This is an optimization exercise on Yosys and OpenROAD, whose aim is small area, a short achievable clock period and few clock cycles, not a production implementation. Function was checked by simulation only, so behaviour that the tests miss may differ from the original. Power and IR drop assume default switching activity.

== run A ==
## exec_unit
module exec_unit (
   input  wire                           CLK,
   input  wire                           arst_n,
   input  wire                           ins_valid,
   input  wire  [exec_pkg::INS_W-1:0]    ins,
   output wire                           busy,
   output wire                           done,
   output wire                           halted,
   output wire                           wr_en,
   output wire  [exec_pkg::REG_AW-1:0]   wr_addr,
   output wire  [exec_pkg::XLEN-1:0]     wr_data,
   output wire  [exec_pkg::FLAG_W-1:0]   flags
);
   localparam int W  = exec_pkg::XLEN;
   localparam int AW = exec_pkg::REG_AW;
   logic                        v_x, fwd_a_x, fwd_b_x;
   wire  [W-1:0]                result;
   logic                        is_add_x, is_sub_x, is_shift_x, shl_x, sar_x, is_setf_x;
   logic                        upd_arith_x, upd_logic_x, reg_write_x, is_halt_x;
   logic [3:0]                  tt_x;
   logic [exec_pkg::COND_W-1:0] cond_x;
   logic [AW-1:0]               rd_x;
   logic [W-1:0]                a_x, b_x;
   wire                     accept;
   logic                    v_d;
   logic [exec_pkg::INS_W-1:0] ir_d;
   exec_ctrl u_ctrl (
      .CLK(CLK), .arst_n(arst_n), .ins_valid(ins_valid),
      .ins_halt(ins[exec_pkg::OPC_LSB +: exec_pkg::OPC_W] == exec_pkg::OP_HALT),
      .halt_done(halt_w), .accept(accept), .busy(busy), .halted(halted)
   );
   always_ff @(posedge CLK or negedge arst_n) begin
      if (!arst_n) v_d <= 1'b0;
      else         v_d <= accept;
   end
   logic [(1 << AW)-1:0] rs_sel_d, rd_sel_d;
   logic                 fw_rs_d, fw_rd_d;
   wire  [AW-1:0]        ins_rs  = ins[exec_pkg::RS_LSB +: AW];
  ...
For scale: about 3200 cells after synthesis, about 64 I/O pins, roughly 51000 µm² of cells after synthesis.
Settings: LEC_CHECK=0, CAP_MARGIN=20, CORE_MARGIN=2, CORE_UTILIZATION=30, SLEW_MARGIN=20, SYNTH_HIERARCHICAL=1; clock period 12.0 ns.
standard.sh (not shown) runs the stock make flow with config.mk's settings and CLKGATE_MAP_FILE= SYNTH_SCRIPT=/design/flow/synth_recipe.tcl, a recipe that flattens the netlist after the stock synthesis.
==> flow/flow/run.sh <==
#!/bin/bash
set -euo pipefail
cd "$(dirname "$0")/.."
args=()
while IFS= read -r line; do
  [[ -z "$line" || "$line" == \#* ]] && continue
  args+=("$line")
done < flow/knobs.txt
bash standard.sh "${args[@]}" finish > flow_make.log 2>&1
==> flow/flow/knobs.txt <==
SETUP_SLACK_MARGIN=8.3
CTS_ARGS=-sink_clustering_enable -repair_clock_nets -dont_use_dummy_load
Run A: all stages complete, timing, DRC and antenna checks passed
Testbench counts of run A, summed over its fixed seeds: cycles 24,024.
Here is what was changed in the inputs of run B compared with run A.
==> flow/flow/knobs.txt <==
SETUP_SLACK_MARGIN=8.5
CTS_ARGS=-sink_clustering_enable -repair_clock_nets -dont_use_dummy_load
Changes observed in run B relative to run A: worst max-slew margin expressed relative to the limit has remained practically unchanged, total wire length has increased, part of the cycle the worst path needs has increased, power density normalized to cell area has decreased, maximum operating frequency has decreased.
Run A has a lower cell area after layout than run B.
The inputs of run C differ from those of run B as listed below.
==> flow/flow/knobs.txt <==
SETUP_SLACK_MARGIN=8.3
CTS_ARGS=-sink_clustering_enable -repair_clock_nets -dont_use_dummy_load -sink_clustering_size 24 -sink_clustering_max_diameter 150
### Flow results
- No run among run C and run B stopped early or left any final violation; all are clean.
- Arrival time of the worst setup path in run C is 0.05 ns lower than in run B
- Run C — number of antenna violations at the first check in global routing 19 lower, run B as reference
- Re detailed-placement wirelength estimate: run C is 2.0 mm down on run B.
- Run C improves on run B in finished layout cell area.
- Worst setup slack (run C over run B): increase, 0.046 ns
- Fmax: run C higher than run B
- Run C — switching power of the nets about 9% lower, run B as reference
- Higher power in the clock group was reported by run B, not run C.
- The cell total after placement was comparable across run C and run B.
For run D, these inputs were changed with respect to run C:
==> flow/flow/knobs.txt <==
SETUP_SLACK_MARGIN=8.5
CTS_ARGS=-sink_clustering_enable -repair_clock_nets -dont_use_dummy_load -sink_clustering_size 24 -sink_clustering_max_diameter 150
Results
- Run C and run D ended up with nearly the same total wire length after detailed routing.
- Diff run D..run C | sequential cell count | negligible
- Final clock period utilization by the worst path: run D vs run C — no meaningful difference
- Summary of run D over run C: clock latency on the worst-skew pair decreased 0.02 ns; final design area excluding fillers increased about 1.5%; highest attainable clock frequency decreased 0.39%.
- Going from run C to run D, worst vdd rail ir drop shrank slightly.
- Power, run D vs run C: up slightly

-- re-timing with driven ports --
How much do the figures lean on ideal ports? The routed layouts below were timed once more, with nothing changed but the port constraints.
Step 1 assumes that a clkbuf_16 drives the clock port and a buf_2 every other input.
Step 2 also shifts input and output timing later by t, the mid clock arrival at the registers, as if the neighbouring blocks saw the same clock.
a / b / c = no drivers / after step 1 / after step 2; a / b = the first two.
run | t, ns | setup slack, ns | worst hold slack (ns)
run A | 0.790 | 8.255 / 8.183 / 7.611 | 0.351 / 0.351 / 0.351
run B | 0.787 | 8.214 / 8.141 / 7.853 | 0.352 / 0.352 / 0.352
run C | 0.780 | 8.260 / 8.180 / 7.645 | 0.361 / 0.361 / 0.361
run D | 0.764 | 8.245 / 8.167 / 7.756 | 0.355 / 0.355 / 0.355
After both steps setup and hold are still met in every run listed. For run A, which loses most, drivers alone change the setup slack by -0.072 ns; drivers and shift together by -0.644 ns.
